Background: an optimization exercise with open tools, aiming at small area. Do not read the settings as production practice. Only simulation tests tie the RTL to the original design; equivalence was not proved. Power figures rest on the tool's default switching activity, not on a simulated workload.

==> inputs of 11-03 <==
## reg_file
module reg_file #(
  parameter int DATA_WIDTH = 64,
  parameter int ADDR_WIDTH = 5,
  parameter int ZERO_REG   = 31
) (
  input  logic                  clk,
  input  logic                  rst_n,
  input  logic [ADDR_WIDTH-1:0] read_reg1,
  input  logic [ADDR_WIDTH-1:0] read_reg2,
  input  logic [ADDR_WIDTH-1:0] write_reg,
  input  logic [DATA_WIDTH-1:0] write_data,
  input  logic                  reg_write,
  output logic [DATA_WIDTH-1:0] read_data1,
  output logic [DATA_WIDTH-1:0] read_data2
);
  localparam int NUM_REGS = 32;
  logic [DATA_WIDTH-1:0] regs [NUM_REGS-1];
  logic [NUM_REGS-2:0]   written;
  logic write_live;
  assign write_live = reg_write && rst_n;
  logic [NUM_REGS-2:0] wen;
  logic [NUM_REGS-1:0] sel1, sel2;
  logic                byp1, byp2;
  for (genvar k = 0; k < NUM_REGS - 1; k++) begin : g_dec
    localparam logic [ADDR_WIDTH-1:0] NUM = ADDR_WIDTH'((k < ZERO_REG) ? k : k + 1);
    assign wen[k]  = write_live && (write_reg == NUM);
    assign sel1[k] = rst_n && (read_reg1 == NUM) && written[k] && !byp1;
    assign sel2[k] = rst_n && (read_reg2 == NUM) && written[k] && !byp2;
  end
  assign byp1 = write_live && (write_reg == read_reg1) && (read_reg1 != ADDR_WIDTH'(ZERO_REG));
  ...
==> module reg_file, before the edit <==
module reg_file #(
  parameter int DATA_WIDTH = 64,
  parameter int ADDR_WIDTH = 5,
  parameter int ZERO_REG   = 31
) (
  input  logic                  clk,
  input  logic                  rst_n,
  input  logic [ADDR_WIDTH-1:0] read_reg1,
  input  logic [ADDR_WIDTH-1:0] read_reg2,
  input  logic [ADDR_WIDTH-1:0] write_reg,
  input  logic [DATA_WIDTH-1:0] write_data,
  input  logic                  reg_write,
  output logic [DATA_WIDTH-1:0] read_data1,
  output logic [DATA_WIDTH-1:0] read_data2
);
  localparam int NUM_REGS = 32;
  logic [DATA_WIDTH-1:0] regs [NUM_REGS-1];
  logic [NUM_REGS-2:0]   written;
  logic write_live;
  assign write_live = reg_write && rst_n;
  logic [NUM_REGS-2:0] wen;
  logic [NUM_REGS-1:0] sel1, sel2;
  logic                byp1, byp2;
  for (genvar k = 0; k < NUM_REGS - 1; k++) begin : g_dec
    localparam logic [ADDR_WIDTH-1:0] NUM = ADDR_WIDTH'((k < ZERO_REG) ? k : k + 1);
    assign wen[k]  = write_live && (write_reg == NUM);
    assign sel1[k] = rst_n && (read_reg1 == NUM) && written[k] && !byp1;
    assign sel2[k] = rst_n && (read_reg2 == NUM) && written[k] && !byp2;
  end
  assign byp1 = write_live && (write_reg == read_reg1) && (read_reg1 != ADDR_WIDTH'(ZERO_REG));
  assign byp2 = write_live && (write_reg == read_reg2) && (read_reg2 != ADDR_WIDTH'(ZERO_REG));
  assign sel1[NUM_REGS-1] = byp1;
  assign sel2[NUM_REGS-1] = byp2;
  always_ff @(posedge clk or negedge rst_n) begin
    if (!rst_n) begin
      written <= '0;
    end else begin
      written <= written | wen;
    end
  end
  always_ff @(posedge clk) begin
    for (int k = 0; k < NUM_REGS - 1; k++) begin
      if (wen[k]) begin
        regs[k] <= write_data;
      end
    end
  end
  for (genvar b = 0; b < DATA_WIDTH; b++) begin : g_bit
    logic [NUM_REGS-1:0] d;
    for (genvar k = 0; k < NUM_REGS - 1; k++) begin : g_k
      assign d[k] = regs[k][b];
    end
    assign d[NUM_REGS-1] = write_data[b];
    rf_rdbit u_rd1 (.sel(sel1), .d(d), .y(read_data1[b]));
    rf_rdbit u_rd2 (.sel(sel2), .d(d), .y(read_data2[b]));
  end
endmodule
export LEC_CHECK = 0
export CAP_MARGIN = 20
export CORE_MARGIN = 2
export CORE_UTILIZATION = 40
export SLEW_MARGIN = 20
export SYNTH_HIERARCHICAL = 1
create_clock -name core_clock -period 10.0 [get_ports {clk}]
standard.sh (not shown) runs the stock make flow with config.mk's settings and CLKGATE_MAP_FILE= SYNTH_SCRIPT=/design/flow/synth_recipe.tcl, a recipe that flattens the netlist after the stock synthesis.
==> flow/flow/run.sh <==
#!/bin/bash
# Layout flow: the standard ORFS flow, with smaller port buffers and a
# clock tree with larger sink clusters. Each tool's output goes to a log file
# in this folder.
export BUFFER_PORTS_ARGS="-buffer_cell sky130_fd_sc_hd__buf_1"
export CTS_ARGS="-sink_clustering_enable -repair_clock_nets -sink_clustering_size 25 -sink_clustering_max_diameter 100 -buf_list sky130_fd_sc_hd__clkbuf_16"
bash standard.sh > flow_standard.log 2>&1
==> 02-01: changes against 11-03 <==
--- a/flow/design.v
+++ b/flow/design.v
@@ -64,6 +64,6 @@
     localparam logic [ADDR_WIDTH-1:0] NUM = ADDR_WIDTH'((k < ZERO_REG) ? k : k + 1);
     assign wen[k]  = write_live && (write_reg == NUM);
-    assign sel1[k] = rst_n && (read_reg1 == NUM) && written[k] && !byp1;
-    assign sel2[k] = rst_n && (read_reg2 == NUM) && written[k] && !byp2;
+    assign sel1[k] = (read_reg1 == NUM) && written[k] && !byp1;
+    assign sel2[k] = (read_reg2 == NUM) && written[k] && !byp2;
   end
   assign byp1 = write_live && (write_reg == read_reg1) && (read_reg1 != ADDR_WIDTH'(ZERO_REG));
==> flow/run.sh (new file) <==
#!/bin/bash
# synth_recipe.tcl (not shown) runs the flow's synth.tcl, then flattens the netlist and writes it again
# the make line also repeats each setting of config.mk as NAME=value (left out here)
make -C /OpenROAD-flow-scripts/flow DESIGN_CONFIG=/design/flow/config.mk WORK_HOME=/design/flow/orfs CLKGATE_MAP_FILE= SYNTH_SCRIPT=/design/flow/synth_recipe.tcl finish
removed: flow/flow/run.sh
removed: flow/standard.sh
==> 07-04: changes against 11-03 <==
==> flow/flow/run.sh (replaced) <==
#!/bin/bash
# Layout flow: the standard ORFS flow, with smaller port buffers, a clock
# tree with larger sink clusters, and power recovery (downsizing) after
# global routing. Each tool's output goes to a log file in this folder.
cp standard.sh standard.sh.log
export BUFFER_PORTS_ARGS="-buffer_cell sky130_fd_sc_hd__buf_1"
export CTS_ARGS="-sink_clustering_enable -repair_clock_nets -sink_clustering_size 25 -sink_clustering_max_diameter 100 -buf_list sky130_fd_sc_hd__clkbuf_16"
export RECOVER_POWER=100
bash standard.sh > flow_standard.log 2>&1
==> 11-07: changes against 11-03 <==
==> flow/run.sh (new file) <==
#!/bin/bash
# synth_recipe.tcl (not shown) runs the flow's synth.tcl, then flattens the netlist and writes it again
# the make line also repeats each setting of config.mk as NAME=value (left out here)
make -C /OpenROAD-flow-scripts/flow DESIGN_CONFIG=/design/flow/config.mk WORK_HOME=/design/flow/orfs CLKGATE_MAP_FILE= SYNTH_SCRIPT=/design/flow/synth_recipe.tcl finish
- CORE_UTILIZATION: 40 -> 60
- CTS_BUF_LIST: default -> sky130_fd_sc_hd__clkbuf_4 sky130_fd_sc_hd__clkbuf_8
removed: flow/flow/run.sh
removed: flow/standard.sh
==> summary.txt <==
item                                                                                11-07                    02-01                    11-03                          07-04
Sequential cell area fraction in the yosys report                                   0.761                    0.762                    0.761                          0.761
Final critical-path required period                                               8.91 ns                  8.86 ns                  8.45 ns                        9.11 ns
Area Overhead vs Synth                                                              16.4%                    17.4%                    11.4%                          10.5%
Post-Synth Simple-Gate Area                                                        0.0523                   0.0506                   0.0523                         0.0523
DR WL met2                                                                     139,000 um               140,000 um               142,000 um                     142,000 um
Net switching power                                                               3.75 mW                  3.84 mW                  3.10 mW                        3.10 mW
Met3 Resource Use GR                                                                0.206                   0.0975                   0.0731                         0.0731
Cell count after synthesis                                                          4,199                    4,186                    4,199                          4,199
Detailed-router iteration count before antenna repair                                  15                       13                       11                             11
Util after Layout                                                                   0.703                    0.472                    0.448                          0.444
Worst setup path end                                                       read_data2[25]           read_data1[43]           read_data1[50]                 read_data1[39]
Routability congestion estimate                                                     0.924                    0.849                    0.898                          0.898
Multi-input comb cells                                                              2,166                    2,146                    2,166                          2,166
Post-layout net count                                                               5,036                    4,849                    4,774                          4,774
Register-to-Register Setup Slack                                                  9.13 ns                  9.12 ns                  9.16 ns                        9.15 ns
Cell type with the highest occurrence count on the critical path          clkdlybuf4s50_1          clkdlybuf4s50_1                   nor2_4                              -
Global-route wire length before repair                                         446,000 um               435,000 um               430,000 um                     430,000 um
Initial antenna violation count                                                        22                       13                       18                             18
Result of the run                                                 complete, no violations  complete, no violations  complete, no violations                failed layout checks
Reasons for failing layout checks                                                       -                        -                        -  capacitance limit, slew limit
Mean Syn Cell Area                                                             18.9 sq um               18.9 sq um               18.9 sq um                     18.9 sq um
Global-route met1 utilization                                                       0.608                    0.392                    0.373                          0.373
Buf/Inv on CP                                                                           3                        4                        3                              3
Multi-input gate share of the layout cell area                                      0.211                    0.210                    0.220                          0.220
Seq group                                                                         9.41 mW                  9.41 mW                  9.39 mW                        9.40 mW
Number of fill cells in the layout                                                  8,438                   16,600                   17,000                         17,100

* * *

==> try-cedar: inputs <==
Another version of the RTL of reg_file (not shown whole).
==> module rf_nand4, before the edit <==
module rf_nand4 (
  input  logic [3:0] a,
  output logic       y
);
  assign y = ~&a;
endmodule
==> module rf_nand3, before the edit <==
module rf_nand3 (
  input  logic [2:0] a,
  output logic       y
);
  assign y = ~&a;
endmodule
==> module rf_or3, before the edit <==
module rf_or3 (
  input  logic [2:0] a,
  output logic       y
);
  assign y = |a;
endmodule
==> module rf_rdbit, before the edit <==
module rf_rdbit (
  input  logic [31:0] sel,
  input  logic [31:0] d,
  output logic        y
);
  logic [10:0] t;
  for (genvar g = 0; g < 10; g++) begin : g_aoi
    rf_aoi222 u_aoi (
      .a0(sel[3*g]),   .b0(d[3*g]),
      .a1(sel[3*g+1]), .b1(d[3*g+1]),
      .a2(sel[3*g+2]), .b2(d[3*g+2]),
      .y(t[g])
    );
  end
  rf_aoi22 u_aoi_last (
    .a0(sel[30]), .b0(d[30]),
    .a1(sel[31]), .b1(d[31]),
    .y(t[10])
  );
  logic [2:0] p;
  rf_nand4 u_n0 (.a(t[3:0]),  .y(p[0]));
  rf_nand4 u_n1 (.a(t[7:4]),  .y(p[1]));
  rf_nand3 u_n2 (.a(t[10:8]), .y(p[2]));
  rf_or3   u_or (.a(p),       .y(y));
endmodule
clock: 10.0 ns
lec_check: 0
cap_margin: 20
core_margin: 2
core_utilization: 40
place_density: 0.75
slew_margin: 20
synth_hierarchical: 1
==> flow/flow/run.sh <==
#!/bin/bash
# Layout flow: the standard ORFS flow (standard.sh) with these changes:
#  - the read selector's gates that synthesis upsized are downsized after
#    floorplan (post_floorplan.tcl);
#  - port buffers are the smallest buffer;
#  - after global placement, each net with many loads gets one buffer in
#    place of the buffer tree placement built (post_global_place.tcl);
#  - the clock tree uses larger sink clusters and no dummy loads.
# Each tool's output goes to a log file in this folder.
here=$(pwd)
export BUFFER_PORTS_ARGS="-buffer_cell sky130_fd_sc_hd__buf_1"
export CTS_ARGS="-sink_clustering_enable -repair_clock_nets -sink_clustering_size 16 -sink_clustering_max_diameter 80 -buf_list sky130_fd_sc_hd__clkbuf_8 -dont_use_dummy_load"
export POST_FLOORPLAN_TCL=$here/flow/post_floorplan.tcl
export POST_GLOBAL_PLACE_TCL=$here/flow/post_global_place.tcl
bash standard.sh > flow_standard.log 2>&1
==> flow/flow/post_floorplan.tcl <==
# After floorplan: return the read selector's AND-OR-invert gates that
# synthesis upsized to the smallest drive strength; each drives one gate input.
set n 0
foreach inst [get_cells *] {
  if { [get_property $inst ref_name] == "sky130_fd_sc_hd__a22oi_2" } {
    replace_cell $inst sky130_fd_sc_hd__a22oi_1
    incr n
  }
}
puts "Downsized $n a22oi_2 cells to a22oi_1"
==> flow/flow/post_global_place.tcl <==
# After timing-driven global placement: the buffer trees that placement's
# repair built on each net with many loads (the read selects, the write
# enables and the write data) are replaced by one buffer next to the net's
# driver, and the driver is returned to the smallest drive strength.
# The resizer's repair after placement then sizes that buffer.
set min_fanout 30
set buf_cell sky130_fd_sc_hd__buf_4
set block [ord::get_db_block]
proc is_tree_buf {inst} {
  set m [[$inst getMaster] getName]
  return [expr {[regexp {__(buf|clkbuf)_\d+$} $m] && ![regexp {^(input|output)\d+} [$inst getName]]}]
}
proc out_net {inst} {
  foreach it [$inst getITerms] { if {[$it isOutputSignal]} { return [$it getNet] } }
  return "NULL"
}
proc sinks {net} {
  set s {}
  foreach it [$net getITerms] { if {[$it isInputSignal]} { lappend s $it } }
  return $s
}
# Collect the tree below a net: buffers and the final sink pins.
proc tree {net bufs_var leaves_var} {
  upvar $bufs_var bufs
  upvar $leaves_var leaves
  foreach it [sinks $net] {
    set i [$it getInst]
    if {[is_tree_buf $i]} {
      lappend bufs $i
      set on [out_net $i]
      if {$on != "NULL"} { tree $on bufs leaves }
    } else {
      lappend leaves $it
    }
  }
}
# Pass 1: the nets to re-buffer, by driver, and the buffers to remove.
set drivers {}
set allbufs {}
foreach net [$block getNets] {
  if {[$net getSigType] != "SIGNAL"} continue
  set drv ""
  foreach it [$net getITerms] { if {[$it isOutputSignal]} { set drv [$it getInst] } }
  if {$drv == "" || [is_tree_buf $drv]} continue
  set bufs {}; set leaves {}
  tree $net bufs leaves
  if {[llength $leaves] < $min_fanout || [llength $bufs] == 0} continue
  lappend drivers [$drv getName]
  foreach b $bufs { lappend allbufs [$b getName] }
}
puts "post_global_place: [llength $drivers] nets, [llength $allbufs] buffers to remove"
# remove_buffers removes every buffer that is not dont_touch, so the others
# are marked dont_touch for the call.
set keep {}
foreach inst [$block getInsts] {
  if {[regexp {__(buf|clkbuf)_\d+$} [[$inst getMaster] getName]] && [lsearch -exact $allbufs [$inst getName]] < 0} {
    lappend keep [$inst getName]
  }
}
if {[llength $keep] > 0} { set_dont_touch [get_cells $keep] }
if {[llength $allbufs] > 0} { remove_buffers }
if {[llength $keep] > 0} { unset_dont_touch [get_cells $keep] }
# Pass 2: one buffer per net next to its driver, which then drives
# a single buffer input, so it goes back to the smallest drive strength.
set dbu [$block getDbUnitsPerMicron]
set done 0
foreach dn $drivers {
  set drv [$block findInst $dn]
  set net [out_net $drv]
  if {$net == "NULL"} { puts "post_global_place: no net on $dn [[$drv getMaster] getName]"; continue }
  set dl [$drv getLocation]
  set cx [expr {double([lindex $dl 0]) / $dbu}]; set cy [expr {double([lindex $dl 1]) / $dbu}]
  insert_buffer -net [$net getName] -buffer_cell $buf_cell -location [list $cx $cy]
  set m [[$drv getMaster] getName]
  if {[regexp {^(.*)_(\d+)$} $m -> base sz] && $sz > 1 && ![regexp {^(input|output)\d+} $dn]} {
    if {[llength [get_lib_cells */${base}_1]] > 0} { replace_cell [get_cells $dn] ${base}_1 }
  }
  incr done
}
puts "post_global_place: $done nets, removed [llength $allbufs] buffers"
==> inputs of try-juniper, as changes to try-cedar <==
--- a/flow/design.v
+++ b/flow/design.v
@@ -12,19 +12,7 @@
 endmodule
-module rf_nand4 (
-  input  logic [3:0] a,
-  output logic       y
+module rf_nand11 (
+  input  logic [10:0] a,
+  output logic        y
 );
   assign y = ~&a;
-endmodule
-module rf_nand3 (
-  input  logic [2:0] a,
-  output logic       y
-);
-  assign y = ~&a;
-endmodule
-module rf_or3 (
-  input  logic [2:0] a,
-  output logic       y
-);
-  assign y = |a;
 endmodule
@@ -49,7 +37,3 @@
   );
-  logic [2:0] p;
-  rf_nand4 u_n0 (.a(t[3:0]),  .y(p[0]));
-  rf_nand4 u_n1 (.a(t[7:4]),  .y(p[1]));
-  rf_nand3 u_n2 (.a(t[10:8]), .y(p[2]));
-  rf_or3   u_or (.a(p),       .y(y));
+  rf_nand11 u_or (.a(t), .y(y));
 endmodule
==> flow/run.sh (new file) <==
#!/bin/bash
# synth_recipe.tcl (not shown) runs the flow's synth.tcl, then flattens the netlist and writes it again
# the make line also repeats each setting of config.mk as NAME=value (left out here)
make -C /OpenROAD-flow-scripts/flow DESIGN_CONFIG=/design/flow/config.mk WORK_HOME=/design/flow/orfs CLKGATE_MAP_FILE= SYNTH_SCRIPT=/design/flow/synth_recipe.tcl finish
- CORE_UTILIZATION: 40 -> 60
- CTS_BUF_LIST: unset -> sky130_fd_sc_hd__clkbuf_8
- CTS_CLUSTER_SIZE: unset -> 20
- PLACE_DENSITY: 0.75 -> unset
removed: flow/flow/run.sh
removed: flow/flow/post_floorplan.tcl
removed: flow/flow/post_global_place.tcl
removed: flow/standard.sh
==> out/results.md <==
| Stage | Item | Value |
|---|---|---|
| sta | Period Utilization, post-route | 89.4% |
| drt | Met1 wire length | 102 mm |
| global routing | Met1 track demand over resource | 60.7% |
| drt | Overall routed net length | 330 mm |
| run status | Run status | timing/DRC/antenna clean |
| layout | Fraction of area in multi-input gates | 21.2% |
| critical path | CP max FO | 27 |
| critical path | RR Startpoint | written[30] |
| placement | Post-detail-place hpwl | 177 mm |
| critical path | Critical Path Max Stage Delay | 1.02 ns |
The numbers above come from try-juniper.

==> out/results.md <==
| Stage | Item | Value |
|---|---|---|
| run status | Run status | timing/DRC/antenna clean |
| layout | Largest registers in the final layout | regs x1984, written x31 |
| clock tree | Bufs on Longest Clock Path | 3 |
| critical path | RR Startpoint | written[25] |
| drt | DR vias/cell | 8.07 |
| layout | Fraction of area in multi-input gates | 21.0% |
| sta | Period Utilization, post-route | 82.3% |
| critical path | CP max FO | 82 |
| drt | Met1 wire length | 87.5 mm |
| logic synthesis | Register area share after synthesis | 76.1% |
| drt | Overall routed net length | 299 mm |
The numbers above come from try-cedar.

## what the ideal ports hide
The flow's constraints put no driver on any port. The routed layouts listed below were extracted and timed again, unchanged, in two steps. Step 1 assumes that a clkbuf_16 drives the clock port and a buf_2 every other input. Step 2 times the ports against the registers' clock, not the clock port: input delays grow and output delays shrink by t, the midpoint of the rising clock arrivals with the driver on. Slacks: ideal ports / drivers / drivers and shift; pairs: ideal ports / drivers.
run	t (ns)	setup WS [ns]	hold WS [ns]	worst data-port slew with drivers (ns)
11-03	0.865	1.548 / 1.511 / 1.511	0.514 / 0.514 / 0.514	0.19
02-01	0.923	1.144 / 1.121 / 1.121	0.502 / 0.502 / 0.502	0.24
07-04	0.866	0.894 / 0.857 / 0.331	0.511 / 0.511 / 0.511	0.19
11-07	1.091	1.095 / 1.072 / 1.072	0.508 / 0.508 / 0.508	0.19
try-cedar	0.993	1.771 / 1.743 / 1.743	0.517 / 0.517 / 0.517	0.20
try-juniper	1.101	1.059 / 1.036 / 1.036	0.508 / 0.508 / 0.508	0.18
The setup slack of 07-04, which loses most, moves by -0.037 ns with the drivers and by -0.563 ns with both steps.
